Context: an optimization exercise on an open-source flow, tuned for small area, a short achievable clock period and few clock cycles. The choices shown serve that exercise and are no tape-out recipe.
Where RTL was checked, it was by simulation tests only, not by an equivalence proof against the original.
Only the layout flow was run in runs 1 and 2; the RTL was not checked for function there.
Power and IR drop assume default switching activity.

`flow/run.sh`:
```
#!/bin/bash
# synth_recipe.tcl (not shown) runs the flow's synth.tcl, then flattens the netlist and writes it again
# the make line also repeats each setting of config.mk as NAME=value (left out here)
make -C /OpenROAD-flow-scripts/flow DESIGN_CONFIG=/design/flow/config.mk WORK_HOME=/design/flow/orfs CLKGATE_MAP_FILE= SYNTH_SCRIPT=/design/flow/synth_recipe.tcl finish
```
`flow/config.mk`:
```
export PLATFORM = sky130hd
export DESIGN_NAME = hyperloglog_sketch_core
export DESIGN_NICKNAME = hyperloglog_sketch_core
export VERILOG_FILES = /design/flow/design.v
export SDC_FILE = /design/flow/constraint.sdc
export NUM_CORES = 4
export LEC_CHECK = 0
export ABC_CLOCK_PERIOD_IN_PS = 3000
export CAP_MARGIN = 30
export CORE_MARGIN = 2
export CORE_UTILIZATION = 30
export SETUP_SLACK_MARGIN = 5
export SLEW_MARGIN = 30
```
`flow/constraint.sdc`:
```
create_clock -name core_clock -period 11.0 [get_ports {clk}]
set_input_delay 2.2000 -clock core_clock [delete_from_list [all_inputs] [get_ports {clk}]]
set_output_delay 2.2000 -clock core_clock [all_outputs]
set_load 0.01 [all_outputs]
```
`flow/design.v`:
```
package hll_pkg;
  localparam logic [2:0] OP_ADD      = 3'd0;
  localparam logic [2:0] OP_MERGE    = 3'd1;
  localparam logic [2:0] OP_LOAD     = 3'd2;
  localparam logic [2:0] OP_READ     = 3'd3;
  localparam logic [2:0] OP_ESTIMATE = 3'd4;
  localparam logic [40:0] S_LIN   = 41'h49b4acbe10;
  localparam logic [40:0] S_LARGE = 41'h00002b2fdd;
  localparam logic [40:0] S_TOP   = 41'h0000017087;
  localparam logic [41:0] REM47   = 42'h00000017087;
  localparam logic [41:0] REM43   = 42'h00000170876;
  localparam logic [41:0] REM26   = 42'h02e10ec0000;
  localparam logic [29:0] LN2_Q30 = 30'd744261118;
endpackage
module hll_ram #(
  parameter int unsigned GB = 5
) (
  input  logic                       clk,
  input  logic                       clr,
  input  logic                       wr_en,
  input  logic [8:0]                 wr_addr,
  input  logic [4:0]                 wr_data,
  input  logic [GB-1:0]              rd_addr,
  output logic [5*(1<<(9-GB))-1:0]   rd_part
);
  localparam int unsigned NG = 1 << (9 - GB);
  localparam int unsigned GS = 1 << GB;
  logic [511:0] plane0_r, plane1_r, plane2_r, plane3_r, plane4_r;
  logic [31:0]  sel_hi;
  logic [15:0]  sel_lo;
  logic [4:0]   wd;
  always_comb begin
    for (int k = 0; k < 32; k++) begin
      sel_hi[k] = clr || (wr_en && (wr_addr[8:4] == 5'(k)));
    end
    for (int j = 0; j < 16; j++) begin
      sel_lo[j] = clr || (wr_addr[3:0] == 4'(j));
    end
  end
  assign wd = clr ? 5'd0 : wr_data;
  for (genvar i = 0; i < 512; i++) begin : g_ent
    always_ff @(posedge clk) begin
      if (sel_hi[i / 16] && sel_lo[i % 16]) begin
        plane0_r[i] <= wd[0];
        plane1_r[i] <= wd[1];
        plane2_r[i] <= wd[2];
        plane3_r[i] <= wd[3];
        plane4_r[i] <= wd[4];
      end
    end
  end
  for (genvar g = 0; g < NG; g++) begin : g_rd
    logic [GS-1:0] p0, p1, p2, p3, p4;
    assign p0 = plane0_r[g*GS +: GS];
    assign p1 = plane1_r[g*GS +: GS];
    assign p2 = plane2_r[g*GS +: GS];
    assign p3 = plane3_r[g*GS +: GS];
    assign p4 = plane4_r[g*GS +: GS];
    assign rd_part[5*g +: 5] = {p4[rd_addr], p3[rd_addr], p2[rd_addr],
                                p1[rd_addr], p0[rd_addr]};
  end
endmodule
module hll_div (
  input  logic        clk,
  input  logic        rst_n,
  input  logic        req,
  input  logic        hold,
  input  logic [40:0] s,
  input  logic [9:0]  z,
  output logic        push,
  output logic [31:0] card,
  output logic        sat
);
  typedef enum logic [3:0] {
    U_IDLE, U_W1, U_W2, U_CMP, U_DIV, U_NEG, U_NORM, U_SQ, U_NEXT, U_PREP,
    U_MUL, U_FIN
  } ustate_t;
  ustate_t     state_r;
  logic [47:0] q_r;
  logic [41:0] rem_r;
  logic [31:0] frac_r;
  logic [5:0]  n_r;
  logic [5:0]  cnt_r;
  logic [4:0]  bit_r;
  logic        mbit_r;
  logic        large_r;
  logic        sat_r;
  logic        lin_r;
  logic        top_r;
  logic        lrg_r;
  logic        zn_r;
  logic [11:0] rom_r;
  logic [11:0] rom_card;
  logic        nd_bit;
  logic [41:0] rem_sh;
  logic [41:0] rem_sub;
  logic        q_bit;
  logic [31:0] ln2_ext;
  logic [31:0] mplier;
  logic [4:0]  bit_n;
  logic [32:0] sum;
  logic [37:0] d;
  logic        r_sat;
  hll_lin_rom u_rom (
    .zeros (z),
    .card  (rom_card)
  );
  always_ff @(posedge clk) begin
    lin_r <= (s >= hll_pkg::S_LIN);
    top_r <= (s <= hll_pkg::S_TOP);
    lrg_r <= (s <= hll_pkg::S_LARGE);
    zn_r  <= (z != 10'd0);
    rom_r <= rom_card;
  end
  assign nd_bit  = large_r && ((cnt_r == 6'd47) || (cnt_r == 6'd46));
  assign rem_sh  = {rem_r[40:0], nd_bit};
  assign rem_sub = rem_sh - {1'b0, s};
  assign q_bit   = !rem_sub[41];
  assign ln2_ext = {2'b00, hll_pkg::LN2_Q30};
  assign mplier  = (state_r == U_MUL) ? ln2_ext : q_r[47:16];
  assign bit_n   = bit_r + 5'd1;
  assign sum     = {1'b0, rem_r[41:10]} + (mbit_r ? {1'b0, q_r[47:16]} : 33'd0);
  assign d       = {6'd48, 32'd0} - {n_r, frac_r};
  assign r_sat   = (rem_r[37:32] != 6'd0);
  always_comb begin
    push = 1'b0;
    case (state_r)
      U_CMP:   push = !hold && ((lin_r && zn_r) || (!lin_r && top_r));
      U_DIV:   push = (cnt_r == 6'd1) && !large_r;
      U_FIN:   push = 1'b1;
      default: push = 1'b0;
    endcase
  end
  always_ff @(posedge clk) begin
    if (!rst_n) begin
      state_r <= U_IDLE;
    end else begin
      case (state_r)
        U_IDLE: begin
          if (req) begin
            state_r <= U_W1;
          end
        end
        U_W1: begin
          state_r <= U_W2;
        end
        U_W2: begin
          state_r <= U_CMP;
        end
        U_CMP: begin
          if (!hold) begin
            sat_r   <= 1'b0;
            q_r     <= '0;
            large_r <= 1'b0;
            if (lin_r && zn_r) begin
              q_r[11:0] <= rom_r;
              state_r   <= U_IDLE;
            end else if (lin_r) begin
              rem_r   <= {1'b0, hll_pkg::REM26[40:0]};
              cnt_r   <= 6'd11;
              state_r <= U_DIV;
            end else if (top_r) begin
              q_r[31:0] <= 32'hFFFF_FFFF;
              sat_r     <= 1'b1;
              state_r   <= U_IDLE;
            end else if (lrg_r) begin
              rem_r   <= {1'b0, hll_pkg::REM47[40:0]};
              cnt_r   <= 6'd48;
              large_r <= 1'b1;
              state_r <= U_DIV;
            end else begin
              rem_r   <= {1'b0, hll_pkg::REM43[40:0]};
              cnt_r   <= 6'd28;
              state_r <= U_DIV;
            end
          end
        end
        U_DIV: begin
          rem_r <= q_bit ? rem_sub : rem_sh;
          q_r   <= {q_r[46:0], q_bit};
          cnt_r <= cnt_r - 6'd1;
          if (cnt_r == 6'd1) begin
            state_r <= large_r ? U_NEG : U_IDLE;
          end
        end
        U_NEG: begin
          q_r     <= 48'd0 - q_r;
          n_r     <= 6'd47;
          state_r <= U_NORM;
        end
        U_NORM: begin
          rem_r  <= '0;
          bit_r  <= '0;
          cnt_r  <= 6'd31;
          mbit_r <= q_r[16];
          if (q_r[47]) begin
            state_r <= U_SQ;
          end else begin
            q_r <= q_r << 1;
            n_r <= n_r - 6'd1;
          end
        end
        U_SQ, U_MUL: begin
          rem_r  <= {sum, rem_r[9:1]};
          bit_r  <= bit_n;
          mbit_r <= mplier[bit_n];
          if (bit_r == 5'd31) begin
            state_r <= (state_r == U_MUL) ? U_FIN : U_NEXT;
          end
        end
        U_NEXT: begin
          frac_r     <= {frac_r[30:0], rem_r[41]};
          q_r[47:16] <= rem_r[41] ? rem_r[41:10] : {rem_r[40:10], rem_r[9]};
          mbit_r     <= rem_r[41] ? rem_r[10] : rem_r[9];
          rem_r      <= '0;
          cnt_r      <= cnt_r - 6'd1;
          state_r    <= (cnt_r == 6'd0) ? U_PREP : U_SQ;
        end
        U_PREP: begin
          q_r[47:16] <= {2'b00, d[37:8]};
          mbit_r     <= ln2_ext[0];
          state_r    <= U_MUL;
        end
        U_FIN: begin
          q_r[31:0] <= r_sat ? 32'hFFFF_FFFF : rem_r[31:0];
          sat_r     <= r_sat;
          state_r   <= U_IDLE;
        end
        default: begin
          state_r <= U_IDLE;
        end
      endcase
    end
  end
  assign card = q_r[31:0];
  assign sat  = sat_r;
endmodule
module hll_lin_rom (
  input  logic [9:0]  zeros,
  output logic [11:0] card
);
  localparam logic [511:0] T0 = 512'haaaaaaab554aad52a56a52969696925b649364c9999999ce738e3c3c3f03ffc007ff03e1c73999b24b52aaa56d939c0fe0e64aab63fc6a983767617bb66297ac;
  localparam logic [511:0] T1 = 512'h66666666ccd99b366cd9364db24db6c92db6d25b4b4b4b5ad6a56a956aa955555555aab56a52d2db6d9b33398e1c1ff01fe1c666d6a94ce00ed580d3996fcc0e;
  localparam logic [511:0] T2 = 512'h1e1e1e1e3c3878f1e3c70e3c71c38e38e38e31c738c738c6319ce6731998cccccccc999326c9b64924b69694a54ab555554a94b49b318f0001ccaa9c759b8edc;
  localparam logic [511:0] T3 = 512'h01fe01fe03f807f01fc0fe03f03f81f81f81f03f07c0f83e0f83e1f0f8783c3c3c3c7870e1c78e38e38e718c63398cccccd9b26db694a5555569331ff353ac02;
  localparam logic [511:0] T4 = 512'h0001fffe0007fff0003ffe000fff8007ff800fff003ff801ff801ff007f803fc03fc07f01fc07e07e07e0f83e0f87c3c3c3871e38e739cccccdb694aa59c6796;
  localparam logic [511:0] T5 = 512'h00000001fffffff0000001ffffff8000007fffff000007ffff80000ffff80003fffc000fffc001ffe001ff801ff803fc03f80fe07e0f83c3c3c718c66cb54852;
  localparam logic [511:0] T6 = 512'h000000000000000fffffffffffff800000000000ffffffffff8000000007fffffffc0000003fffffe000007ffff80003fff8001ffe007fc03fc0f83e1c73256a;
  localparam logic [511:0] T7 = 512'h00000000000000000000000000007fffffffffffffffffffff800000000000000003ffffffffffffe00000000007fffffff8000001ffffc0003ff801fc0f1cd0;
  localparam logic [511:0] T8 = 512'h000000000000000000000000000000000000000000000000007fffffffffffffffffffffffffffffe0000000000000000007ffffffffffc0000007fffc00fc34;
  localparam logic [511:0] T9 = 512'h000000000000000000000000000000000000000000000000000000000000000000000000000000001fffffffffffffffffffffffffffffc00000000003fffc0c;
  localparam logic [511:0] T10 = 512'h000000000000000000000000000000000000000000000000000000000000000000000000000000000000000000000000000000000000003ffffffffffffffc02;
  localparam logic [511:0] T11 = 512'h000000000000000000000000000000000000000000000000000000000000000000000000000000000000000000000000000000000000000000000000000003fe;
  always_comb begin
    card = 12'd0;
    if (!zeros[9]) begin
      card[0] = T0[zeros[8:0]];
      card[1] = T1[zeros[8:0]];
      card[2] = T2[zeros[8:0]];
      card[3] = T3[zeros[8:0]];
      card[4] = T4[zeros[8:0]];
      card[5] = T5[zeros[8:0]];
      card[6] = T6[zeros[8:0]];
      card[7] = T7[zeros[8:0]];
      card[8] = T8[zeros[8:0]];
      card[9] = T9[zeros[8:0]];
      card[10] = T10[zeros[8:0]];
      card[11] = T11[zeros[8:0]];
    end
  end
endmodule
module hyperloglog_sketch_core (
  input  logic        clk,
  input  logic        rst_n,
  input  logic        in_valid,
  output logic        in_ready,
  input  logic [2:0]  in_opcode,
  input  logic [31:0] in_hash_value,
  input  logic [9:0]  in_reg_index,
  input  logic [4:0]  in_reg_value,
  output logic        out_valid,
  input  logic        out_ready,
  output logic [4:0]  out_read_value,
  output logic [31:0] out_cardinality,
  output logic        out_saturated,
  output logic        out_changed
);
  localparam int unsigned GB = 5;             
  localparam int unsigned NG = 1 << (9 - GB);  
  logic        rst_q;
  logic        in_ready_r;
  logic [2:0]  owed_r;     
  logic        vr_r;
  logic [2:0]  opr_r;
  logic [8:0]  idxr_r;
  logic [22:0] wr_r;
  logic [4:0]  valr_r;
  logic        v1_r;
  logic [2:0]  op1_r;
  logic [8:0]  idx1_r;
  logic [4:0]  nv1_r;
  logic [5*NG-1:0] part_r;
  logic [NG-1:0]   pgt_r;   
  logic        mx_r;       
  logic        mw_r;       
  logic        gtx_r;      
  logic        gtw_r;      
  logic        we2_r;
  logic [8:0]  widx2_r;
  logic [4:0]  wval2_r;
  logic [4:0]  old2_r;
  logic        we3_r;
  logic [4:0]  wval3_r;
  logic        dv_r;
  logic [32:0] ds_r;
  logic [1:0]  dz_r;
  logic [40:0] s_r;
  logic [9:0]  z_r;
  logic [2:0]  cnt_r;
  logic        out_valid_r;
  logic [4:0]  q_rd_r  [4];
  logic        q_chg_r [4];
  logic        q_est_r [4];
  logic        eb_r;
  logic        accept;
  logic        pop;
  logic [5*NG-1:0] part;
  logic [NG-1:0]   pgt;
  logic [4:0]  rd_raw;
  logic [4:0]  rd;
  logic [4:0]  rank;
  logic [4:0]  nvr;
  logic        gt_raw;
  logic        is_am;
  logic        gt;
  logic        do_wr;
  logic        push_x;
  logic        est_req;
  logic        est_push;
  logic        push;
  logic [4:0]  push_rd;
  logic        push_chg;
  logic [2:0]  wpos;
  logic        est_in_q;
  logic        room_n;
  logic        block_n;
  logic [32:0] t_new;
  logic [32:0] t_old;
  logic [31:0] card;
  logic        sat;
  assign accept = in_valid && in_ready_r;
  assign pop    = out_valid_r && out_ready;
  always_comb begin
    rank = 5'd24;
    for (int b = 0; b < 23; b++) begin
      if (wr_r[b]) begin
        rank = 5'(23 - b);
      end
    end
  end
  assign nvr = (opr_r == hll_pkg::OP_ADD) ? rank : valr_r;
  always_comb begin
    for (int g = 0; g < NG; g++) begin
      pgt[g] = (nvr > part[5*g +: 5]);
    end
  end
  always_ff @(posedge clk) begin
    rst_q <= rst_n;
    opr_r  <= in_opcode;
    idxr_r <= (in_opcode == hll_pkg::OP_ADD) ? in_hash_value[8:0]
                                             : in_reg_index[8:0];
    wr_r   <= in_hash_value[22:0];
    valr_r <= in_reg_value;
    op1_r  <= opr_r;
    idx1_r <= idxr_r;
    nv1_r  <= nvr;
    part_r <= part;
    pgt_r  <= pgt;
    mx_r   <= (idxr_r == idx1_r);
    mw_r   <= (idxr_r == widx2_r);
    gtx_r  <= (nvr > nv1_r);
    gtw_r  <= (nvr > wval2_r);
    widx2_r <= idx1_r;
    wval2_r <= nv1_r;
    old2_r  <= rd;
    wval3_r <= wval2_r;
    if (!rst_n) begin
      vr_r  <= 1'b0;
      v1_r  <= 1'b0;
      we2_r <= 1'b0;
      we3_r <= 1'b0;
    end else begin
      vr_r  <= accept;
      v1_r  <= vr_r;
      we2_r <= do_wr;
      we3_r <= we2_r;
    end
  end
  hll_ram #(
    .GB (GB)
  ) u_ram (
    .clk     (clk),
    .clr     (!rst_q),
    .wr_en   (we2_r),
    .wr_addr (widx2_r),
    .wr_data (wval2_r),
    .rd_addr (idxr_r[GB-1:0]),
    .rd_part (part)
  );
  assign rd_raw = part_r[5*idx1_r[8:GB] +: 5];
  assign gt_raw = pgt_r[idx1_r[8:GB]];
  assign rd     = (we2_r && mx_r) ? wval2_r :
                  (we3_r && mw_r) ? wval3_r : rd_raw;
  assign gt     = (we2_r && mx_r) ? gtx_r :
                  (we3_r && mw_r) ? gtw_r : gt_raw;
  assign is_am  = (op1_r == hll_pkg::OP_ADD) || (op1_r == hll_pkg::OP_MERGE);
  assign do_wr  = v1_r && ((is_am && gt) || (op1_r == hll_pkg::OP_LOAD));
  assign push_x = v1_r && (op1_r != hll_pkg::OP_ESTIMATE);
  assign est_req = v1_r && (op1_r == hll_pkg::OP_ESTIMATE);
  assign push_rd  = est_push ? 5'd0 : ((op1_r == hll_pkg::OP_READ) ? rd : 5'd0);
  assign push_chg = !est_push && is_am && gt;
  assign t_new = 33'h0_8000_0000 >> wval2_r;
  assign t_old = 33'h0_8000_0000 >> old2_r;
  always_ff @(posedge clk) begin
    ds_r <= t_new - t_old;
    dz_r <= 2'(wval2_r == 5'd0) - 2'(old2_r == 5'd0);
    if (!rst_n) begin
      dv_r <= 1'b0;
      s_r  <= 41'h100_0000_0000;
      z_r  <= 10'd512;
    end else begin
      dv_r <= we2_r;
      if (dv_r) begin
        s_r <= s_r + {{8{ds_r[32]}}, ds_r};
        z_r <= z_r + {{8{dz_r[1]}}, dz_r};
      end
    end
  end
  assign push = push_x || est_push;
  assign wpos = cnt_r - 3'(pop);
  assign est_in_q = (q_est_r[0] && (cnt_r >= 3'd1)) ||
                    (q_est_r[1] && (cnt_r >= 3'd2)) ||
                    (q_est_r[2] && (cnt_r >= 3'd3)) ||
                    (q_est_r[3] && (cnt_r >= 3'd4));
  always_ff @(posedge clk) begin
    if (pop) begin
      q_rd_r[0]  <= q_rd_r[1];
      q_chg_r[0] <= q_chg_r[1];
      q_est_r[0] <= q_est_r[1];
      q_rd_r[1]  <= q_rd_r[2];
      q_chg_r[1] <= q_chg_r[2];
      q_est_r[1] <= q_est_r[2];
      q_rd_r[2]  <= q_rd_r[3];
      q_chg_r[2] <= q_chg_r[3];
      q_est_r[2] <= q_est_r[3];
    end
    if (push) begin
      q_rd_r[wpos[1:0]]  <= push_rd;
      q_chg_r[wpos[1:0]] <= push_chg;
      q_est_r[wpos[1:0]] <= est_push;
    end
    if (!rst_n) begin
      cnt_r       <= 3'd0;
      out_valid_r <= 1'b0;
    end else begin
      cnt_r       <= cnt_r + 3'(push) - 3'(pop);
      out_valid_r <= (cnt_r + 3'(push) - 3'(pop)) != 3'd0;
    end
  end
  always_comb begin
    case ({accept, pop})
      2'b10:   room_n = (owed_r <= 3'd2);
      2'b01:   room_n = (owed_r <= 3'd4);
      default: room_n = (owed_r <= 3'd3);
    endcase
  end
  assign block_n = (accept && (in_opcode == hll_pkg::OP_ESTIMATE)) ||
                   (vr_r && (opr_r == hll_pkg::OP_ESTIMATE)) || est_req ||
                   (eb_r && !est_push);
  always_ff @(posedge clk) begin
    if (!rst_n) begin
      in_ready_r <= 1'b1;
      owed_r     <= 3'd0;
      eb_r       <= 1'b0;
    end else begin
      if (est_req) begin
        eb_r <= 1'b1;
      end else if (est_push) begin
        eb_r <= 1'b0;
      end
      in_ready_r <= !block_n && room_n;
      owed_r     <= owed_r + 3'(accept) - 3'(pop);
    end
  end
  hll_div u_est (
    .clk   (clk),
    .rst_n (rst_n),
    .req   (est_req),
    .hold  (est_in_q),
    .s     (s_r),
    .z     (z_r),
    .push  (est_push),
    .card  (card),
    .sat   (sat)
  );
  assign in_ready        = in_ready_r;
  assign out_valid       = out_valid_r;
  assign out_read_value  = q_rd_r[0];
  assign out_changed     = q_chg_r[0];
  assign out_cardinality = q_est_r[0] ? card : 32'd0;
  assign out_saturated   = q_est_r[0] && sat;
endmodule
```
==> notes.md, run 1 <==
* Status: no timing/DRC/antenna violations
* Yosys warning count at 4
* Clock latency on the worst-skew pair at 870 ps
* Power Density at 178 nW/µm²
* Slew margin rel. at 0.281
* Gr usage total at 0.146
* Drt drc at 0
* First-pass GRT wire length at 505,000 µm
* Period minus WS final at 5520 ps
* Post-synth top area share at 0.614
* # port buffers at 84
* Die H at 671 µm
* Vias post-DR at 76,000
* Final worst slack at 5480 ps
* Pins over their slew limit at 0
* Synth top area cells: edfxtp_1, mux4_2, dfxtp_1
* Drt total wl at 341,000 µm
* Number of DRC markers in iteration 0 at 8,257
* Met2 usage in global routing at 0.242
* Num CTS Buffers at 300
* Row Count at 245
* R2R Path End: u_est.rem_r[35]
* Setup TNS at 0 ps
* Hold Startpoint: nv1_r[4]
* H-tree depth at 5
* Distinct cells, synth at 107
* Final ANT Viol Nets at 0
* Leak at 51.4 nW
* Dpl hpwl at 217,000 µm
* Gp weighted congestion at 0.887
* Most frequent cells in the layout: edfxtp_1, mux4_2, nor2_1, nand2_1, a21oi_1
* Die W at 671 µm
* Crit Path Class: flip-flop to flip-flop
* IO Count at 95
* Grt met1 use at 0.200
* Critical Path RT at 11,690 ps
* Synthesized area at 134,000 µm²
* Initial antenna violation count at 12
* # fillers at 41,700
* Main flop type after synthesis: edfxtp_1
* CP Launch Type: flip-flop
* CTS sink cnt at 3,031
* RSZ-0062 raised after global routing: false
* WHS Endpoint: wval2_r[4]
* Post-synth EDFFs at 2,730
* DR WL/cell at 23.5 µm
* Place WS at 4750 ps
* Clock-pin slew on the worst setup and hold paths at 60 ps
* Gate Count Post-Synth at 8,301
* Number of global-route vias before repair at 76,100
* Clock root cell: clkbuf_16
* Ys async rst share at 0
* Reg2reg start: u_est.cnt_r[0]
* Pwr Total at 26.9 mW
* R2r worst-path depth at 22
* Core Region at 444,000 µm²
* Starting Density at 0.301
* Die area at 451,000 µm²
* Vias per cell at 5.24
* Worst Setup End Kind: flip-flop
* Most Frequent Cell on Critical Path: o211ai_1
* FF+latch count, synth at 3,031
* Reg2reg setup slack at 5480 ps
* Drt pass-1 iters at 6
* Max Cap Violations at 0
* Critical Path Slowest Stage Cell: o41ai_4
* Synth-to-layout area growth at 13.4%
* CTS tree: yes
* Least-Margin Pin Slew at 1070 ps
* GR Layer Usage met3 at 0.0201
* Nets at 8,687
* Largest net degree at the start of global routing at 227
* Hold path depth at 0
* Gr busiest metal: met2
* Commonest non-fill, non-tap cell in the layout: edfxtp_1
* Post-Syn Nets at 8,631
* Share of cells above drive strength 1 at 0.190
* Critical-path cell list: inv_1, ha_1, o211ai_1, ha_1, nor2b_1, o21a_1, o211ai_1, a31oi_1, o211ai_1, buf_4, a31oi_1, o41ai_4, nor3_1, o211ai_1, nand2_1, ha_1, buf_4, inv_1, nor2_4, nand2_1, a311oi_1, or3_1
* Synthesized area per cell at 16.1 µm²
* Arr. time, crit path at 6210 ps
* Setup clock skew after layout at 64.4 ps
* Achievable frequency at 0.181 GHz
* Sequential area share after synthesis at 0.659
* Hold WC Path Type: flip-flop to flip-flop
* Placed cells at 14,000
* Final hold vios at 0
* Peak fanout along the critical path at 26
* Largest area contributor in the netlist: edfxtp_1
* GR Overflow Total at 0
* Layout Cells excl Fill at 14,500
* Slowest stage delay, CP at 510 ps
* Max clock buf depth at 4
* Peak supply drop at 0.166 mV
* Final period util at 0.501
* Final Setup Violations at 0
* Worst hold slack at 356 ps
==> metrics by stage <==
step / instance area (µm²) / utilization
5_1_grt: 152000 / 0.341
2_1_floorplan: 134000 / -
3_3_place_gp: 142000 / 0.319
3_5_place_dp: 142000 / 0.319
6_report: 152000 / 0.341
4_1_cts: 151000 / 0.341
==> report_power, final <==
part           total [mW]  internal (mW)  switching [mW]
logic                3.26           1.33            1.93
clock network        10.0           5.70            4.33
registers            13.6           13.3           0.298
total                26.9           20.4            6.56
==> cell type report <==
class | count | area, µm² | area share
inverter | 183 | 688 | 0.00454
multi-input combinational | 4583 | 43300 | 0.286
tap | 5928 | 7420 | 0.0490
sequential | 3031 | 88000 | 0.581
clock buffer | 377 | 8090 | 0.0534
clock inverter | 152 | 1340 | 0.00882
timing repair buffer | 258 | 2630 | 0.0174
antenna | 2 | 5.00 | 0.0000330
==> layer usage <==
| layer | wire length (µm) | vias to the layer above | share of wire |
|---|---|---|---|
| li1 | - | 33000 | - |
| met1 | 143000 | 39300 | 0.42 |
| met2 | 165000 | 3100 | 0.48 |
| met3 | 22800 | 571 | 0.067 |
| met4 | 10500 | 0 | 0.031 |
| met5 | 0 | - | 0 |
==> sequential cells by signal (all words and copies together) (netlist names), 9 cells and up <==
| register | cells |
|---|---|
| u_est.rem_r | 42 |
| u_ram.plane3_r | 512 |
| u_est.rom_r | 12 |
| u_ram.plane0_r | 512 |
| s_r | 41 |
| u_ram.plane2_r | 512 |
| part_r | 80 |
| z_r | 10 |
| pgt_r | 16 |
| idxr_r | 9 |
| u_ram.plane1_r | 512 |
| u_ram.plane4_r | 512 |
| u_est.frac_r | 32 |
| ds_r | 33 |
| u_est.q_r | 48 |
| idx1_r | 9 |
| wr_r | 23 |
| widx2_r | 9 |
| q_rd_r | 20 |
==> logic make-up after synthesis <==
logic type	Yosys count	share of synthesized area
compound gates	1230	0.0599
mux	1041	0.157
flops	3031	0.659
xor+xnor	217	0.0142
fa+ha+maj	291	0.0274
buf+inv	687	0.0198
simple gates	1804	0.0626
==> timing repair <==
action                                  4_1_cts  5_1_grt
hold buffers                                  0        0
endpoints found under the setup margin        6        7
pin swaps                                     0        1
resized for setup                             2        2
gates cloned                                  0        0
setup buffers                                 0        2
==> worst max-delay path by stage <==
stage                   start           endpoint  slack [ps]  cells after the start
2_1_floorplan           rst_q  u_ram.plane1_r[0]        1480                      3
3_3_place_gp   u_est.cnt_r[0]    u_est.rem_r[35]        4650                     21
3_5_place_dp   u_est.cnt_r[0]    u_est.rem_r[35]        4750                     21
4_1_cts        u_est.cnt_r[0]    u_est.rem_r[35]        5120                     21
5_1_grt        u_est.cnt_r[0]    u_est.rem_r[35]        5150                     22
6_report       u_est.cnt_r[0]    u_est.rem_r[35]        5480                     22
==> synth_stat cells (20+ instances only) <==
cell type     n
inv_1       179
nor3_1      100
a311oi_1     20
buf_1       109
o21bai_1     24
o22ai_1      37
nand2b_1     39
a31oi_1      63
a21oi_1     333
a21o_1       99
o211ai_1     42
nor4_1       24
a22oi_1      27
and3_1       33
a221oi_1     31
and2_1      102
nand4_1      29
a222oi_1     27
o221ai_1     20
mux4_2      837
xor2_1       75
nor2_1      823
a211oi_1     59
clkbuf_1    385
ha_1        269
o2111ai_1    20
nand2_1     336
or3_1        34
xnor2_1     142
dfxtp_1     301
nor2b_1      91
mux2_2       86
o21a_1       34
o21ai_1      21
mux2i_1     118
o21ai_0     239
nand3_1      86
edfxtp_1   2730
==> critical path, delay by kind of cell, from the launching register on <==
| kind | cells | cell delay, ps |
|---|---|---|
| AO/OA/AOI/OAI | 9 | 2310 |
| adder cells (fa/ha/maj) | 3 | 740 |
| buffers and inverters | 4 | 1020 |
| flip-flops | 1 | 420 |
| AND/OR/NAND/NOR | 6 | 890 |
==> inputs of run 2 (changes only) <==
--- a/flow/design.v
+++ b/flow/design.v
@@ -13,17 +13,13 @@
   localparam logic [29:0] LN2_Q30 = 30'd744261118;
 endpackage
-module hll_ram #(
-  parameter int unsigned GB = 5
-) (
-  input  logic                       clk,
-  input  logic                       clr,
-  input  logic                       wr_en,
-  input  logic [8:0]                 wr_addr,
-  input  logic [4:0]                 wr_data,
-  input  logic [GB-1:0]              rd_addr,
-  output logic [5*(1<<(9-GB))-1:0]   rd_part
+module hll_ram (
+  input  logic        clk,
+  input  logic        clr,
+  input  logic        wr_en,
+  input  logic [8:0]  wr_addr,
+  input  logic [4:0]  wr_data,
+  input  logic [31:0] rd_sel,
+  output logic [79:0] rd_part
 );
-  localparam int unsigned NG = 1 << (9 - GB);
-  localparam int unsigned GS = 1 << GB;
   logic [511:0] plane0_r, plane1_r, plane2_r, plane3_r, plane4_r;
   logic [31:0]  sel_hi;
@@ -50,13 +46,10 @@
     end
   end
-  for (genvar g = 0; g < NG; g++) begin : g_rd
-    logic [GS-1:0] p0, p1, p2, p3, p4;
-    assign p0 = plane0_r[g*GS +: GS];
-    assign p1 = plane1_r[g*GS +: GS];
-    assign p2 = plane2_r[g*GS +: GS];
-    assign p3 = plane3_r[g*GS +: GS];
-    assign p4 = plane4_r[g*GS +: GS];
-    assign rd_part[5*g +: 5] = {p4[rd_addr], p3[rd_addr], p2[rd_addr],
-                                p1[rd_addr], p0[rd_addr]};
+  for (genvar g = 0; g < 16; g++) begin : g_rd
+    assign rd_part[5*g + 0] = |(plane0_r[32*g +: 32] & rd_sel);
+    assign rd_part[5*g + 1] = |(plane1_r[32*g +: 32] & rd_sel);
+    assign rd_part[5*g + 2] = |(plane2_r[32*g +: 32] & rd_sel);
+    assign rd_part[5*g + 3] = |(plane3_r[32*g +: 32] & rd_sel);
+    assign rd_part[5*g + 4] = |(plane4_r[32*g +: 32] & rd_sel);
   end
 endmodule
@@ -66,4 +59,5 @@
   input  logic        req,
   input  logic        hold,
+  input  logic        clear,
   input  logic [40:0] s,
   input  logic [9:0]  z,
@@ -85,4 +79,5 @@
   logic        mbit_r;
   logic        large_r;
+  logic [2:0]  nd_r;       
   logic        sat_r;
   logic        lin_r;
@@ -92,8 +87,8 @@
   logic [11:0] rom_r;
   logic [11:0] rom_card;
-  logic        nd_bit;
   logic [41:0] rem_sh;
-  logic [41:0] rem_sub;
-  logic        q_bit;
+  logic [41:0] dsr;
+  logic [42:0] rem_add;
+  logic [41:0] rem_nxt;
   logic [31:0] ln2_ext;
   logic [31:0] mplier;
@@ -113,8 +108,8 @@
     rom_r <= rom_card;
   end
-  assign nd_bit  = large_r && ((cnt_r == 6'd47) || (cnt_r == 6'd46));
-  assign rem_sh  = {rem_r[40:0], nd_bit};
-  assign rem_sub = rem_sh - {1'b0, s};
-  assign q_bit   = !rem_sub[41];
+  assign rem_sh  = {rem_r[40:0], nd_r[2]};
+  assign dsr     = rem_r[41] ? {1'b0, s} : ~{1'b0, s};
+  assign rem_add = {rem_sh, 1'b1} + {dsr, !rem_r[41]};
+  assign rem_nxt = rem_add[42:1];
   assign ln2_ext = {2'b00, hll_pkg::LN2_Q30};
   assign mplier  = (state_r == U_MUL) ? ln2_ext : q_r[47:16];
@@ -134,6 +129,12 @@
   always_ff @(posedge clk) begin
     if (!rst_n) begin
-      state_r <= U_IDLE;
+      state_r   <= U_IDLE;
+      q_r[31:0] <= '0;
+      sat_r     <= 1'b0;
     end else begin
+      if (clear) begin
+        q_r[31:0] <= '0;
+        sat_r     <= 1'b0;
+      end
       case (state_r)
         U_IDLE: begin
@@ -153,4 +154,5 @@
             q_r     <= '0;
             large_r <= 1'b0;
+            nd_r    <= 3'b000;
             if (lin_r && zn_r) begin
               q_r[11:0] <= rom_r;
@@ -168,4 +170,5 @@
               cnt_r   <= 6'd48;
               large_r <= 1'b1;
+              nd_r    <= 3'b011;
               state_r <= U_DIV;
             end else begin
@@ -177,6 +180,7 @@
         end
         U_DIV: begin
-          rem_r <= q_bit ? rem_sub : rem_sh;
-          q_r   <= {q_r[46:0], q_bit};
+          rem_r <= rem_nxt;
+          q_r   <= {q_r[46:0], !rem_nxt[41]};
+          nd_r  <= {nd_r[1:0], 1'b0};
           cnt_r <= cnt_r - 6'd1;
           if (cnt_r == 6'd1) begin
@@ -286,6 +290,5 @@
   output logic        out_changed
 );
-  localparam int unsigned GB = 5;             
-  localparam int unsigned NG = 1 << (9 - GB);  
+  localparam int unsigned NG = 16;           
   logic        rst_q;
   logic        in_ready_r;
@@ -294,4 +297,5 @@
   logic [2:0]  opr_r;
   logic [8:0]  idxr_r;
+  logic [31:0] selr_r;     
   logic [22:0] wr_r;
   logic [4:0]  valr_r;
@@ -299,4 +303,5 @@
   logic [2:0]  op1_r;
   logic [8:0]  idx1_r;
+  logic [NG-1:0]   sel1_r;  
   logic [4:0]  nv1_r;
   logic [5*NG-1:0] part_r;
@@ -321,5 +326,5 @@
   logic [4:0]  q_rd_r  [4];
   logic        q_chg_r [4];
-  logic        q_est_r [4];
+  logic        est_head_r;  
   logic        eb_r;
   logic        accept;
@@ -330,4 +335,5 @@
   logic [4:0]  rd;
   logic [4:0]  rank;
+  logic [8:0]  idx_in;
   logic [4:0]  nvr;
   logic        gt_raw;
@@ -342,5 +348,5 @@
   logic        push_chg;
   logic [2:0]  wpos;
-  logic        est_in_q;
+  logic        est_pop;
   logic        room_n;
   logic        block_n;
@@ -359,5 +365,7 @@
     end
   end
-  assign nvr = (opr_r == hll_pkg::OP_ADD) ? rank : valr_r;
+  assign idx_in = (in_opcode == hll_pkg::OP_ADD) ? in_hash_value[8:0]
+                                                : in_reg_index[8:0];
+  assign nvr    = (opr_r == hll_pkg::OP_ADD) ? rank : valr_r;
   always_comb begin
     for (int g = 0; g < NG; g++) begin
@@ -368,10 +376,15 @@
     rst_q <= rst_n;
     opr_r  <= in_opcode;
-    idxr_r <= (in_opcode == hll_pkg::OP_ADD) ? in_hash_value[8:0]
-                                             : in_reg_index[8:0];
+    idxr_r <= idx_in;
+    for (int k = 0; k < 32; k++) begin
+      selr_r[k] <= (idx_in[4:0] == 5'(k));
+    end
     wr_r   <= in_hash_value[22:0];
     valr_r <= in_reg_value;
     op1_r  <= opr_r;
     idx1_r <= idxr_r;
+    for (int g = 0; g < NG; g++) begin
+      sel1_r[g] <= (idxr_r[8:5] == 4'(g));
+    end
     nv1_r  <= nvr;
     part_r <= part;
@@ -397,7 +410,5 @@
     end
   end
-  hll_ram #(
-    .GB (GB)
-  ) u_ram (
+  hll_ram u_ram (
     .clk     (clk),
     .clr     (!rst_q),
@@ -405,9 +416,14 @@
     .wr_addr (widx2_r),
     .wr_data (wval2_r),
-    .rd_addr (idxr_r[GB-1:0]),
+    .rd_sel  (selr_r),
     .rd_part (part)
   );
-  assign rd_raw = part_r[5*idx1_r[8:GB] +: 5];
-  assign gt_raw = pgt_r[idx1_r[8:GB]];
+  always_comb begin
+    rd_raw = 5'd0;
+    for (int g = 0; g < NG; g++) begin
+      rd_raw = rd_raw | (part_r[5*g +: 5] & {5{sel1_r[g]}});
+    end
+  end
+  assign gt_raw = |(pgt_r & sel1_r);
   assign rd     = (we2_r && mx_r) ? wval2_r :
                   (we3_r && mw_r) ? wval3_r : rd_raw;
@@ -439,29 +455,28 @@
   assign push = push_x || est_push;
   assign wpos = cnt_r - 3'(pop);
-  assign est_in_q = (q_est_r[0] && (cnt_r >= 3'd1)) ||
-                    (q_est_r[1] && (cnt_r >= 3'd2)) ||
-                    (q_est_r[2] && (cnt_r >= 3'd3)) ||
-                    (q_est_r[3] && (cnt_r >= 3'd4));
+  assign est_pop = pop && est_head_r;
   always_ff @(posedge clk) begin
     if (pop) begin
       q_rd_r[0]  <= q_rd_r[1];
       q_chg_r[0] <= q_chg_r[1];
-      q_est_r[0] <= q_est_r[1];
       q_rd_r[1]  <= q_rd_r[2];
       q_chg_r[1] <= q_chg_r[2];
-      q_est_r[1] <= q_est_r[2];
       q_rd_r[2]  <= q_rd_r[3];
       q_chg_r[2] <= q_chg_r[3];
-      q_est_r[2] <= q_est_r[3];
     end
     if (push) begin
       q_rd_r[wpos[1:0]]  <= push_rd;
       q_chg_r[wpos[1:0]] <= push_chg;
-      q_est_r[wpos[1:0]] <= est_push;
     end
     if (!rst_n) begin
       cnt_r       <= 3'd0;
       out_valid_r <= 1'b0;
+      est_head_r  <= 1'b0;
     end else begin
+      if (est_push) begin
+        est_head_r <= 1'b1;
+      end else if (pop) begin
+        est_head_r <= 1'b0;
+      end
       cnt_r       <= cnt_r + 3'(push) - 3'(pop);
       out_valid_r <= (cnt_r + 3'(push) - 3'(pop)) != 3'd0;
@@ -497,5 +512,6 @@
     .rst_n (rst_n),
     .req   (est_req),
-    .hold  (est_in_q),
+    .hold  (cnt_r != 3'd0),
+    .clear (est_pop),
     .s     (s_r),
     .z     (z_r),
@@ -508,5 +524,5 @@
   assign out_read_value  = q_rd_r[0];
   assign out_changed     = q_chg_r[0];
-  assign out_cardinality = q_est_r[0] ? card : 32'd0;
-  assign out_saturated   = q_est_r[0] && sat;
+  assign out_cardinality = card;
+  assign out_saturated   = sat;
 endmodule
==> run 2 against run 1 <==
Net effect: worst setup slack improved by 760 ps; largest cell class unchanged; first-iteration DRC count increased by 48%; count of clock-buffer cells in the layout increased by 15; non-clock buffer count increased by 17; combinational power increased by 16%; global-route usage increased by 4.0 points; cell count increased by 7.3%; still clean; highest routed layer is now met5; total power increased by 5.9%; area after synthesis decreased by 3.5%.
==> notes.md, run 2 <==
* Synth-to-layout area growth at 13.8% (was 13.4%)
* Synthesized area at 129,000 µm² (was 134,000 µm²)
* Hold path depth at 0 (unchanged)
* Reg2reg setup slack at 6250 ps (was 5480 ps)
* Worst hold slack at 352 ps (was 356 ps)
* Worst Setup End Kind: flip-flop (unchanged)
* Hold Startpoint: nv1_r[4] (unchanged)
* Largest net degree at the start of global routing at 215 (was 227)
* WHS Endpoint: wval2_r[4] (unchanged)
* Achievable frequency at 0.210 GHz (was 0.181 GHz)
* Commonest non-fill, non-tap cell in the layout: edfxtp_1 (unchanged)
* Gate Count Post-Synth at 9,672 (was 8,301)
* R2r worst-path depth at 13 (was 22)
* Most frequent cell after synthesis: edfxtp_1 (unchanged)
* CTS tree: yes (unchanged)
* Post-Syn Nets at 10,000 (was 8,631)
* H-tree depth at 5 (unchanged)
* GR Layer Usage met3 at 0.0320 (was 0.0201)
* Ys async rst share at 0 (unchanged)
* Least-Margin Pin Slew at 1150 ps (was 1070 ps)
* Grt met1 use at 0.261 (was 0.200)
* R2R Path End: u_est.q_r[0] (was u_est.rem_r[35])
* # port buffers at 84 (unchanged)
* Pins over their slew limit at 0 (unchanged)
* Critical-path cell list: buf_4, xnor2_1, ha_1, o211a_1, a211oi_1, nor2_1, a21boi_0, o311ai_0, a41oi_1, o21ai_0, xor2_1, a221oi_1, a211oi_1 (was inv_1, ha_1, o211ai_1, ha_1, nor2b_1, o21a_1, o211ai_1, a31oi_1, o211ai_1, buf_4, a31oi_1, o41ai_4, nor3_1, o211ai_1, nand2_1, ha_1, buf_4, inv_1, nor2_4, nand2_1, a311oi_1, or3_1)
* Drt total wl at 421,000 µm (was 341,000 µm)
* Period minus WS final at 4750 ps (was 5520 ps)
* Leak at 50.0 nW (was 51.4 nW)
* Num CTS Buffers at 317 (was 300)
* Largest area contributor in the netlist: edfxtp_1 (unchanged)
* Register Area at 88,800 µm² (was 88,000 µm²)
* Most Frequent Cell on Critical Path: a211oi_1 (was o211ai_1)
* Drt drc at 0 (unchanged)
* Gr busiest metal: met2 (unchanged)
* IO Count at 95 (unchanged)
* Number of DRC markers in iteration 0 at 12,200 (was 8,257)
* Final ANT Viol Nets at 0 (unchanged)
* Met2 usage in global routing at 0.290 (was 0.242)
* Synth top area cells: edfxtp_1, a22oi_1, dfxtp_1 (was edfxtp_1, mux4_2, dfxtp_1)
* Max Cap Violations at 0 (unchanged)
* Vias post-DR at 87,800 (was 76,000)
* # fillers at 41,300 (was 41,700)
* Number of global-route vias before repair at 82,800 (was 76,100)
* Initial antenna violation count at 9 (was 12)
* Peak fanout along the critical path at 43 (was 26)
* Max clock buf depth at 4 (unchanged)
* Core Region at 428,000 µm² (was 444,000 µm²)
* Die H at 660 µm (was 671 µm)
* Most frequent cells in the layout: edfxtp_1, a22oi_1, nor2_1, nand2_1, a21oi_1 (was edfxtp_1, mux4_2, nor2_1, nand2_1, a21oi_1)
* Row Count at 240 (was 245)
* Power Density at 194 nW/µm² (was 178 nW/µm²)
* Sequential area share after synthesis at 0.687 (was 0.659)
* Gr usage total at 0.186 (was 0.146)
* Setup clock skew after layout at 67.0 ps (was 64.4 ps)
* Setup TNS at 0 ps (unchanged)
* Clock-pin slew on the worst setup and hold paths at 70 ps (was 60 ps)
* Post-synth EDFFs at 2,696 (was 2,730)
* CP Launch Type: flip-flop (unchanged)
* Slew margin rel. at 0.234 (was 0.281)
* Clock latency on the worst-skew pair at 930 ps (was 870 ps)
* Nets at 9,973 (was 8,687)
* Final period util at 0.432 (was 0.501)
* DR WL/cell at 27.0 µm (was 23.5 µm)
* Final hold vios at 0 (unchanged)
* Starting Density at 0.302 (was 0.301)
* Hold WC Path Type: flip-flop to flip-flop (unchanged)
* Clock root cell: clkbuf_16 (unchanged)
* Peak supply drop at 0.129 mV (was 0.166 mV)
* Synth top cells by count: edfxtp_1, a22oi_1, nor2_1 (was edfxtp_1, mux4_2, nor2_1)
* Critical Path Slowest Stage Cell: xor2_1 (was o41ai_4)
* FF+latch count, synth at 3,079 (was 3,031)
* Yosys warning count at 4 (unchanged)
* Gp weighted congestion at 0.897 (was 0.887)
* Share of cells above drive strength 1 at 0.0848 (was 0.190)
* Synthesized area per cell at 13.3 µm² (was 16.1 µm²)
* Status: no timing/DRC/antenna violations (unchanged)
* First-pass GRT wire length at 600,000 µm (was 505,000 µm)
* Post-synth top area share at 0.628 (was 0.614)
* Vias per cell at 5.64 (was 5.24)
* RSZ-0062 raised after global routing: false (unchanged)
* CTS sink cnt at 3,079 (was 3,031)
* Die area at 435,000 µm² (was 451,000 µm²)
* Setup bufs post-CTS at 0 (unchanged)
* Drt pass-1 iters at 9 (was 6)
* Crit Path Class: flip-flop to flip-flop (unchanged)
* GR Overflow Total at 0 (unchanged)
* Dpl hpwl at 261,000 µm (was 217,000 µm)
* Main flop type after synthesis: edfxtp_1 (unchanged)
* Post-CTS Hold Fix Bufs at 0 (unchanged)
* PostCTS Resize Cnt at 0 (was 2)
* Die W at 660 µm (was 671 µm)
* Distinct cells, synth at 92 (was 107)
* Arr. time, crit path at 5600 ps (was 6210 ps)
* Critical Path RT at 11,840 ps (was 11,690 ps)
* Slowest stage delay, CP at 560 ps (was 510 ps)
* Reg2reg start: u_est.rem_r[41] (was u_est.cnt_r[0])
* Final Setup Violations at 0 (unchanged)
* Multi-input logic area at 37,600 µm² (was 43,300 µm²)
[run 2: cell count changes in the layout (fill, tap and decap cells not counted), sizes merged, moves of 35 or more]
cell    delta
a21o      -35
a21oi     +51
a221oi    +49
a22o      +50
a22oi   +1210
dfxtp     +82
mux2i     -70
mux4     -826
nand2    +158
nand3     +38
nand4    +228
nor2     +209
nor3      +89
o21ai     +48
[run 2: logic make-up (layout without fill, tap and decap cells)]
group | after synthesis | in the layout | synth area share
AO/OA/AOI/OAI | 2606 | 2606 | 0.141
XOR/XNOR | 248 | 248 | 0.0168
adder cells (fa/ha/maj) | 284 | 284 | 0.0279
buffers and inverters | 796 | 1008 | 0.0241
flip-flops | 3079 | 3079 | 0.687
multiplexers | 111 | 111 | 0.0102
other | 0 | 9 | 0
AND/OR/NAND/NOR | 2548 | 2548 | 0.0926
[run 2: final cells by class]
class / instances / share of cell area
well taps: 5687 / 0.0485
repair buffers: 275 / 0.0171
clock inverters: 176 / 0.0105
multi-input cells: 5797 / 0.256
clock buffers: 392 / 0.0582
flip-flops and latches: 3079 / 0.605
inverters: 165 / 0.00425
diodes: 9 / 0.000153
[run 2: stage by stage]
| stage | utilization | worst slack [ps] | power, mW | area [µm²] | std cells |
|---|---|---|---|---|---|
| 3_3_place_gp | 0.319 | 6010 | 18.0 | 136000 | 15000 |
| 3_5_place_dp | 0.319 | 6010 | 18.0 | 137000 | 15000 |
| 5_1_grt | 0.343 | 5920 | 29.4 | 147000 | 15600 |
| 2_1_floorplan | - | 1480 | 16.7 | 129000 | 9672 |
| 4_1_cts | 0.343 | 6210 | 28.5 | 147000 | 15600 |
| 6_report | 0.343 | 6250 | 28.5 | 147000 | 15600 |
[run 2: report_power, final]
group | switching, mW | internal, mW | total [mW]
sequential | 0.519 | 13.6 | 14.1
clock | 4.60 | 6.03 | 10.6
combinational | 2.51 | 1.28 | 3.78
[run 2: worst max-delay path: cells and delay by family, from the launching register on]
family / cells / cell delay, ps
and+or+nand+nor: 1 / 70
adders and majority gates: 1 / 380
buffers and inverters: 1 / 530
xor gates and xnor gates: 2 / 730
AOI/OAI and AO/OA: 8 / 2560
DFF: 1 / 360
[run 2: worst max-delay path by stage]
stage                     startpoint           endpoint  depth (start not counted)
finish               u_est.rem_r[41]       u_est.q_r[0]                         13
detailed placement             rst_n      u_est.q_r[41]                          8
global placement               rst_n      u_est.q_r[44]                          8
floorplan                      rst_q  u_ram.plane3_r[0]                          3
CTS                  u_est.rem_r[41]       u_est.q_r[0]                         13
global route        u_est.state_r[0]        out_valid_r                         15
[run 2: per-layer routing]
metal | share of wire | vias up | wire (µm)
li1 | - | 37600 | -
met3 | 0.10 | 792 | 43000
met5 | 0.000088 | - | 37
met1 | 0.41 | 44200 | 174000
met4 | 0.036 | 4 | 15000
met2 | 0.45 | 5216 | 189000
==> inputs of run 3 (changes only) <==
--- a/flow/design.v
+++ b/flow/design.v
@@ -87,4 +87,6 @@
   logic [11:0] rom_r;
   logic [11:0] rom_card;
+  logic        done_n;
+  logic        push_r;
   logic [41:0] rem_sh;
   logic [41:0] dsr;
@@ -119,14 +121,22 @@
   assign r_sat   = (rem_r[37:32] != 6'd0);
   always_comb begin
-    push = 1'b0;
+    done_n = 1'b0;
     case (state_r)
-      U_CMP:   push = !hold && ((lin_r && zn_r) || (!lin_r && top_r));
-      U_DIV:   push = (cnt_r == 6'd1) && !large_r;
-      U_FIN:   push = 1'b1;
-      default: push = 1'b0;
+      U_CMP:   done_n = !hold && ((lin_r && zn_r) || (!lin_r && top_r));
+      U_DIV:   done_n = (cnt_r == 6'd1) && !large_r;
+      U_FIN:   done_n = 1'b1;
+      default: done_n = 1'b0;
     endcase
   end
   always_ff @(posedge clk) begin
     if (!rst_n) begin
+      push_r <= 1'b0;
+    end else begin
+      push_r <= done_n;
+    end
+  end
+  assign push = push_r;
+  always_ff @(posedge clk) begin
+    if (!rst_n) begin
       state_r   <= U_IDLE;
       q_r[31:0] <= '0;
@@ -318,5 +328,6 @@
   logic [4:0]  wval3_r;
   logic        dv_r;
-  logic [32:0] ds_r;
+  logic [31:0] dm_r;       
+  logic        dn_r;       
   logic [1:0]  dz_r;
   logic [40:0] s_r;
@@ -351,6 +362,8 @@
   logic        room_n;
   logic        block_n;
-  logic [32:0] t_new;
-  logic [32:0] t_old;
+  logic [31:0] th_new;
+  logic [31:0] th_old;
+  logic [40:0] s_add;
+  logic [41:0] s_sum;
   logic [31:0] card;
   logic        sat;
@@ -436,8 +449,15 @@
   assign push_rd  = est_push ? 5'd0 : ((op1_r == hll_pkg::OP_READ) ? rd : 5'd0);
   assign push_chg = !est_push && is_am && gt;
-  assign t_new = 33'h0_8000_0000 >> wval2_r;
-  assign t_old = 33'h0_8000_0000 >> old2_r;
+  always_comb begin
+    for (int i = 0; i < 32; i++) begin
+      th_new[i] = (wval2_r >= 5'(31 - i));
+      th_old[i] = (old2_r >= 5'(31 - i));
+    end
+  end
+  assign s_add = dn_r ? ~{9'd0, dm_r} : {9'd0, dm_r};
+  assign s_sum = {s_r, 1'b1} + {s_add, dn_r};
   always_ff @(posedge clk) begin
-    ds_r <= t_new - t_old;
+    dm_r <= th_new ^ th_old;
+    dn_r <= (wval2_r > old2_r);
     dz_r <= 2'(wval2_r == 5'd0) - 2'(old2_r == 5'd0);
     if (!rst_n) begin
@@ -448,5 +468,5 @@
       dv_r <= we2_r;
       if (dv_r) begin
-        s_r <= s_r + {{8{ds_r[32]}}, ds_r};
+        s_r <= s_sum[41:1];
         z_r <= z_r + {{8{dz_r[1]}}, dz_r};
       end
@@ -479,6 +499,10 @@
         est_head_r <= 1'b0;
       end
-      cnt_r       <= cnt_r + 3'(push) - 3'(pop);
-      out_valid_r <= (cnt_r + 3'(push) - 3'(pop)) != 3'd0;
+      case ({push, pop})
+        2'b10:   cnt_r <= cnt_r + 3'd1;
+        2'b01:   cnt_r <= cnt_r - 3'd1;
+        default: cnt_r <= cnt_r;
+      endcase
+      out_valid_r <= push || (cnt_r >= 3'd2) || ((cnt_r == 3'd1) && !pop);
     end
   end
--- a/flow/config.mk
+++ b/flow/config.mk
@@ -6,5 +6,5 @@
 export NUM_CORES = 4
 export LEC_CHECK = 0
-export ABC_CLOCK_PERIOD_IN_PS = 3000
+export ABC_CLOCK_PERIOD_IN_PS = 1500
 export CAP_MARGIN = 30
 export CORE_MARGIN = 2
==> run 3 against run 2 <==
Net effect: still clean; register-to-register slack better by 130 ps; hold slack better by 2.0 ps; via count is 0.95% lower; synthesized cell count is 1.4% lower.
==> notes.md, run 3 <==
* Max Cap Violations at 0 (unchanged)
* Yosys warning count at 4 (unchanged)
* Commonest non-fill, non-tap cell in the layout: edfxtp_1 (unchanged)
* Period minus WS final at 4620 ps (was 4750 ps)
* Worst Setup End Kind: flip-flop (unchanged)
* Slew margin rel. at 0.285 (was 0.234)
* Core Region at 426,000 µm² (was 428,000 µm²)
* Synthesized area per cell at 13.4 µm² (was 13.3 µm²)
* Synthesized area at 128,000 µm² (was 129,000 µm²)
* CP Launch Type: flip-flop (unchanged)
* Die W at 658 µm (was 660 µm)
* Max clock buf depth at 4 (unchanged)
* Pint at 20.1 mW (was 20.9 mW)
* Row Count at 240 (unchanged)
* Drt drc at 0 (unchanged)
* Die area at 432,000 µm² (was 435,000 µm²)
* Vias per cell at 5.64 (about the same)
* Setup clock skew after layout at 87.9 ps (was 67.0 ps)
* Post-synth top area share at 0.632 (was 0.628)
* Initial antenna violation count at 10 (was 9)
* Gate Count Post-Synth at 9,540 (was 9,672)
* Number of DRC markers in iteration 0 at 12,300 (was 12,200)
* Number of global-route vias before repair at 82,100 (was 82,800)
* Setup TNS at 0 ps (unchanged)
* Synth-to-layout area growth at 13.9% (was 13.8%)
* Clk network pwr share at 0.395 (was 0.373)
* Most frequent cell after synthesis: edfxtp_1 (unchanged)
* CP Launch Point: dn_r (was u_est.rem_r[41])
* Peak fanout along the critical path at 47 (was 43)
* Clock latency on the worst-skew pair at 980 ps (was 930 ps)
* Num CTS Buffers at 319 (was 317)
* First-pass GRT wire length at 599,000 µm (was 600,000 µm)
* Crit Path Class: flip-flop to flip-flop (unchanged)
* Setup bufs post-CTS at 0 (unchanged)
* Critical Path RT at 11,780 ps (was 11,840 ps)
* Gp weighted congestion at 0.908 (was 0.897)
* Sequential area share after synthesis at 0.692 (was 0.687)
* Die H at 658 µm (was 660 µm)
* Leak at 49.5 nW (was 50.0 nW)
* Hold Startpoint: nv1_r[3] (was nv1_r[4])
* Main flop type after synthesis: edfxtp_1 (unchanged)
* DR WL/cell at 27.3 µm (was 27.0 µm)
* Share of cells above drive strength 1 at 0.0827 (was 0.0848)
* Least-Margin Pin Slew at 1070 ps (was 1150 ps)
* Gr usage total at 0.186 (about the same)
* Final period util at 0.420 (was 0.432)
* Sw power at 6.77 mW (was 7.63 mW)
* H-tree depth at 5 (unchanged)
* Hold WC Path Type: flip-flop to flip-flop (unchanged)
* # port buffers at 84 (unchanged)
* FF+latch count, synth at 3,079 (unchanged)
* GR Overflow Total at 0 (unchanged)
* Final hold vios at 0 (unchanged)
* Vias post-DR at 87,000 (was 87,800)
* Nets at 9,797 (was 9,973)
* Dpl hpwl at 260,000 µm (was 261,000 µm)
* Status: no timing/DRC/antenna violations (unchanged)
* Ys async rst share at 0 (unchanged)
* Most frequent cells in the layout: edfxtp_1, a22oi_1, nor2_1, nand2_1, dfxtp_1 (was edfxtp_1, a22oi_1, nor2_1, nand2_1, a21oi_1)
* Reg2reg start: dn_r (was u_est.rem_r[41])
* Post-Syn Nets at 9,851 (was 10,000)
* Final ANT Viol Nets at 0 (unchanged)
* Clock root cell: clkbuf_16 (unchanged)
* CTS tree: yes (unchanged)
* Post-layout util at 0.342 (was 0.343)
* Seq pwr share at 0.515 (was 0.495)
* Post-CTS Hold Fix Bufs at 0 (unchanged)
* Power Density at 184 nW/µm² (was 194 nW/µm²)
* Reg2reg setup slack at 6380 ps (was 6250 ps)
* Pwr Total at 26.8 mW (was 28.5 mW)
* R2R Path End: s_r[40] (was u_est.q_r[0])
* Largest area contributor in the netlist: edfxtp_1 (unchanged)
* Peak supply drop at 0.163 mV (was 0.129 mV)
* CTS sink cnt at 3,079 (unchanged)
* IO Count at 95 (unchanged)
* R2r worst-path depth at 12 (was 13)
* Critical path endpoint: s_r[40] (was u_est.q_r[0])
* Starting Density at 0.300 (was 0.302)
* Drt pass-1 iters at 8 (was 9)
* Drt total wl at 421,000 µm (about the same)
* Synth top area cells: edfxtp_1, a22oi_1, dfxtp_1 (unchanged)
* PostCTS Resize Cnt at 0 (unchanged)
* Largest net degree at the start of global routing at 225 (was 215)
* Arr. time, crit path at 5410 ps (was 5600 ps)
* Clock-pin slew on the worst setup and hold paths at 60 ps (was 70 ps)
* Pins over their slew limit at 0 (unchanged)
* Comb power frac at 0.091 (was 0.133)
* Achievable frequency at 0.216 GHz (was 0.210 GHz)
* Final Setup Violations at 0 (unchanged)
* Sw frac at 0.252 (was 0.267)
* Distinct cells, synth at 88 (was 92)
* Synth top cells by count: edfxtp_1, a22oi_1, nor2_1 (unchanged)
* Post-synth EDFFs at 2,696 (unchanged)
* RSZ-0062 raised after global routing: false (unchanged)
-- run 3: cell count changes in the layout (fill, tap and decap cells not counted), sizes merged, moves of 10 or more --
cell    previous run  this run
a222oi            25        12
clkinv           139       126
xor2              81       122
ha               278       254
clkbuf           392       422
nor2            1037       950
o221ai            22        12
a21oi            384       348
o21ai            308       294
nand2            495       455
buf              191       204
nand3            124       139
a311oi            13        24
a31oi             66        81
-- run 3: kinds of logic after synthesis --
kind of cell               after synthesis  share of synthesized area
AOI/OAI and AO/OA                     2548                      0.139
xor gates and xnor gates               287                     0.0196
adders and majority gates              259                     0.0254
buffers and inverters                  821                     0.0252
DFF                                   3079                      0.692
muxes                                  107                    0.00947
and+or+nand+nor                       2439                     0.0897
-- run 3: stage by stage --
stage / instance area (µm²) / instances / setup WS (ps) / hold slack (ps)
after floorplan: 128000 / 9540 / 1520 / 329
after global placement: 135000 / 14800 / 6090 / 339
after detailed placement: 136000 / 14800 / 6050 / 339
after CTS: 146000 / 15400 / 6330 / 355
after global routing: 146000 / 15400 / 6080 / 360
final: 146000 / 15400 / 6380 / 354
-- run 3: power groups by stage --
stage          logic (mW)  registers [mW]  clock network (mW)
6_report             2.43            13.8                10.6
5_1_grt              2.61            13.9                11.1
3_5_place_dp         2.38            14.0                   0
4_1_cts              2.39            13.8                10.7
3_3_place_gp         2.35            14.0                   0
2_1_floorplan        1.47            13.9                   0
-- run 3: area by class of cell --
cell class              count  area, µm²
fillers                 41400     281000
well taps                5687       7120
flip-flops and latches   3079      88800
diodes                      3       7.51
clock inverters           157       1440
multi-input cells        5640      36700
inverters                 159        603
repair buffers            287       2650
clock buffers             422       8640
-- run 3: layer usage --
layer  GRT usage  vias to the layer above  wire length (µm)
met5           0                        -                13
met2       0.296                     5056            192000
met1       0.258                    44100            172000
li1            -                    37100                 -
met3      0.0334                      727             42000
met4      0.0582                        2             14500
-- run 3: worst min-delay path by stage --
| stage | to | cells past startpoint |
|---|---|---|
| 6_report | wval2_r[3] | 0 |
| 5_1_grt | widx2_r[2] | 0 |
| 4_1_cts | wval2_r[4] | 0 |
| 3_5_place_dp | wval2_r[1] | 0 |
| 3_3_place_gp | wval2_r[3] | 0 |
| 2_1_floorplan | idx1_r[5] | 0 |
-- run 3: worst max-delay path, cell delays in order (launching register included) --
cell and delay, ps:
dfxtp_2 310, buf_4 540, xor2_1 160, ha_1 390, o21a_1 140, o21ai_0 100, a221o_1 410, o31ai_1 660
a31oi_1 310, o21ai_0 680, a21o_1 210, mux2i_1 200, mux2_2 350
Testbench counts of run 3, summed over its fixed seeds: cycles 15,284.
==> inputs of run 4 (changes only) <==
--- a/flow/config.mk
+++ b/flow/config.mk
@@ -6,8 +6,7 @@
 export NUM_CORES = 4
 export LEC_CHECK = 0
-export ABC_CLOCK_PERIOD_IN_PS = 1500
-export CAP_MARGIN = 30
+export CAP_MARGIN = 70
 export CORE_MARGIN = 2
 export CORE_UTILIZATION = 30
 export SETUP_SLACK_MARGIN = 5
-export SLEW_MARGIN = 30
+export SLEW_MARGIN = 70
==> run 4 against run 3 <==
Net effect: still clean on timing, DRC and antenna; non-clock buffer count grew 193; via count increased by 0.76%; synthesized cell count unchanged; hold slack worse by 4.2 ps; sequential cell count unchanged; routed wire length grew 0.17%; first-iteration DRC count shrank 2.0%; count of clock-buffer cells in the layout down 16; core utilization increased by 1.5 points; fmax is 6.8% higher; clock skew rose by 2.5 ps; design area grew 4.4%; critical path type is now flip-flop to output port; largest power group unchanged; highest routed layer is now met4.
==> notes.md, run 4 <==
* Pwr Total at 27.2 mW (was 26.8 mW)
* Sequential area share after synthesis at 0.692 (unchanged)
* Sw frac at 0.252 (about the same)
* Place WS at 6440 ps (was 6050 ps)
* Synth top area cells: edfxtp_1, a22oi_1, dfxtp_1 (unchanged)
* # fillers at 40,500 (was 41,400)
* Setup bufs post-CTS at 0 (unchanged)
* Yosys warning count at 4 (unchanged)
* FF+latch count, synth at 3,079 (unchanged)
* CTS sink cnt at 3,079 (unchanged)
* CP Launch Type: flip-flop (unchanged)
* Dpl hpwl at 276,000 µm (was 260,000 µm)
* Most frequent cell after synthesis: edfxtp_1 (unchanged)
* Gate Count Post-Synth at 9,540 (unchanged)
* Die H at 658 µm (unchanged)
* Least-Margin Pin Slew at 531 ps (was 1070 ps)
* Slew margin rel. at 0.642 (was 0.285)
* Arr. time, crit path at 2130 ps (was 5410 ps)
* Critical Path Slowest Stage Cell: clkdlybuf4s50_1 (was o21ai_0)
* Seq pwr share at 0.506 (was 0.515)
* Clock-pin slew on the worst setup and hold paths at 60 ps (about the same)
* Crit-path leading delay family: buffers and inverters (was compound AO/OA/AOI/OAI gates)
* Largest net degree at the start of global routing at 81 (was 225)
* Crit Path Class: flip-flop to output port (was flip-flop to flip-flop)
* Drt pass-1 iters at 10 (was 8)
* Leak at 51.4 nW (was 49.5 nW)
* Number of global-route vias before repair at 83,000 (was 82,100)
* H-tree depth at 5 (unchanged)
* Slowest stage delay, CP at 630 ps (was 680 ps)
* # port buffers at 84 (unchanged)
* WP buf/inv at 1 (unchanged)
* Initial antenna violation count at 3 (was 10)
* Core Region at 426,000 µm² (unchanged)
* Most frequent cells in the layout: edfxtp_1, a22oi_1, nand2_1, nor2_2, nor2_1 (was edfxtp_1, a22oi_1, nor2_1, nand2_1, dfxtp_1)
* Pint at 20.4 mW (was 20.1 mW)
* Hold WC Path Type: flip-flop to flip-flop (unchanged)
* Register Area at 88,800 µm² (about the same)
* Distinct cells, synth at 88 (unchanged)
* Drt total wl at 422,000 µm (was 421,000 µm)
* Clk network pwr share at 0.395 (about the same)
* Drt drc at 0 (unchanged)
* Critical-path cell list: clkdlybuf4s50_1 (was buf_4, xor2_1, ha_1, o21a_1, o21ai_0, a221o_1, o31ai_1, a31oi_1, o21ai_0, a21o_1, mux2i_1, mux2_2)
* Max clock buf depth at 4 (unchanged)
* Pins over their slew limit at 0 (unchanged)
* Nets at 9,992 (was 9,797)
* Clock latency on the worst-skew pair at 960 ps (was 980 ps)
* Peak fanout along the critical path at 8 (was 47)
* Final hold vios at 0 (unchanged)
* IO Count at 95 (unchanged)
* Sw power at 6.85 mW (was 6.77 mW)
* Post-CTS Hold Fix Bufs at 0 (unchanged)
* DR WL/cell at 27.0 µm (was 27.3 µm)
* PostCTS Resize Cnt at 0 (unchanged)
* Status: no timing/DRC/antenna violations (unchanged)
* Multi-input logic area at 39,100 µm² (was 36,700 µm²)
* Share of cells above drive strength 1 at 0.166 (was 0.0827)
* Post-synth top area share at 0.632 (unchanged)
* Clock root cell: clkbuf_16 (unchanged)
* RSZ-0062 raised after global routing: false (unchanged)
* Setup TNS at 0 ps (unchanged)
* Commonest non-fill, non-tap cell in the layout: edfxtp_1 (unchanged)
* Num CTS Buffers at 321 (was 319)
* Main flop type after synthesis: edfxtp_1 (unchanged)
* Row Count at 240 (unchanged)
* Starting Density at 0.300 (unchanged)
* Final Setup Violations at 0 (unchanged)
* Largest area contributor in the netlist: edfxtp_1 (unchanged)
* First-pass GRT wire length at 602,000 µm (was 599,000 µm)
* Synthesized area at 128,000 µm² (unchanged)
* CTS tree: yes (unchanged)
* Final ANT Viol Nets at 0 (unchanged)
* Vias per cell at 5.61 (was 5.64)
* Synth top cells by count: edfxtp_1, a22oi_1, nor2_1 (unchanged)
* Die W at 658 µm (unchanged)
* DP Area at 141,000 µm² (was 136,000 µm²)
* Final period util at 0.394 (was 0.420)
* Post-layout util at 0.357 (was 0.342)
* GR Overflow Total at 0 (unchanged)
* Gr usage total at 0.187 (was 0.186)
* Critical Path RT at 8800 ps (was 11,780 ps)
* Period minus WS final at 4330 ps (was 4620 ps)
* Max Cap Violations at 0 (unchanged)
* Final worst slack at 6670 ps (was 6380 ps)
* Synth-to-layout area growth at 18.8% (was 13.9%)
* Fin area at 152,000 µm² (was 146,000 µm²)
* Ys async rst share at 0 (unchanged)
* Peak supply drop at 0.148 mV (was 0.163 mV)
* Achievable frequency at 0.231 GHz (was 0.216 GHz)
* Number of DRC markers in iteration 0 at 12,000 (was 12,300)
* Setup clock skew after layout at 90.5 ps (was 87.9 ps)
* Comb power frac at 0.099 (was 0.091)
* Die area at 432,000 µm² (unchanged)
* Post-synth EDFFs at 2,696 (unchanged)
* Power Density at 179 nW/µm² (was 184 nW/µm²)
* Vias post-DR at 87,700 (was 87,000)
* Post-Syn Nets at 9,851 (unchanged)
* Synthesized area per cell at 13.4 µm² (unchanged)
* Gp weighted congestion at 0.908 (unchanged)
* Worst Setup End Kind: output port (was flip-flop)
==> run 4: kinds of logic after synthesis <==
group / synth area share
adders and majority gates: 0.0254
AOI/OAI and AO/OA: 0.139
and+or+nand+nor: 0.0897
xor gates and xnor gates: 0.0196
muxes: 0.00947
DFF: 0.692
buffers and inverters: 0.0252
==> run 4: worst paths after layout <==
kind | from | endpoint | slack (ps) | cells after the start
setup / recovery | u_est.q_r[27] | out_cardinality[27] | 6670 | 1
hold / removal | idxr_r[4] | idx1_r[4] | 350 | 0
setup reg to reg | u_est.mbit_r | u_est.rem_r[39] | 6770 | 13
hold reg to reg | idxr_r[4] | idx1_r[4] | 350 | 0
==> run 4: per-layer routing <==
metal,up-vias,global-route usage,share of wire
met1,44200,0.258,0.41
met3,778,0.0322,0.10
met2,5142,0.295,0.46
li1,37500,-,-
met5,-,0,0
met4,0,0.0654,0.037
==> run 4: through the flow <==
| step | instances | hold slack (ps) |
|---|---|---|
| floorplan | 9540 | 329 |
| global route | 15600 | 362 |
| global placement | 14800 | 339 |
| finish | 15600 | 350 |
| CTS | 15600 | 353 |
| detailed placement | 15000 | 338 |
==> run 4: layout make-up <==
class,instances,area share
antenna,5,0.0000822
tap,5687,0.0467
timing repair buffer,480,0.0421
clock inverter,180,0.0110
sequential,3079,0.583
multi-input combinational,5640,0.257
clock buffer,406,0.0562
inverter,159,0.00408
==> run 4: power groups by stage <==
| stage | clock (mW) | combinational (mW) | sequential, mW |
|---|---|---|---|
| finish | 10.8 | 2.69 | 13.8 |
| global route | 11.3 | 2.87 | 13.8 |
| global placement | 0 | 2.35 | 14.0 |
| floorplan | 0 | 1.47 | 13.9 |
| detailed placement | 0 | 2.61 | 14.0 |
| CTS | 10.8 | 2.62 | 13.8 |

[static timing again, ports no longer ideal]
How much do the figures lean on ideal ports? The routed layouts below were timed once more, with nothing changed but the port constraints. Step 1 sets driving cells, clkbuf_16 on the clock port and buf_2 on the other inputs (assumed; they add their load-dependent delay and slew). Step 2 also shifts input and output timing later by t, the mid clock arrival at the registers, as if the neighbouring blocks saw the same clock. a / b / c = ideal ports / drivers / drivers and shift; a / b = the first two.
run | shift t [ns] | setup WS [ns]
run 1 | 0.943 | 5.484 / 5.484 / 5.484
run 2 | 1.010 | 6.247 / 6.247 / 5.991
run 3 | 1.035 | 6.376 / 6.376 / 5.976
run 4 | 1.024 | 6.671 / 6.559 / 6.314
After both steps every run listed still meets setup and hold.
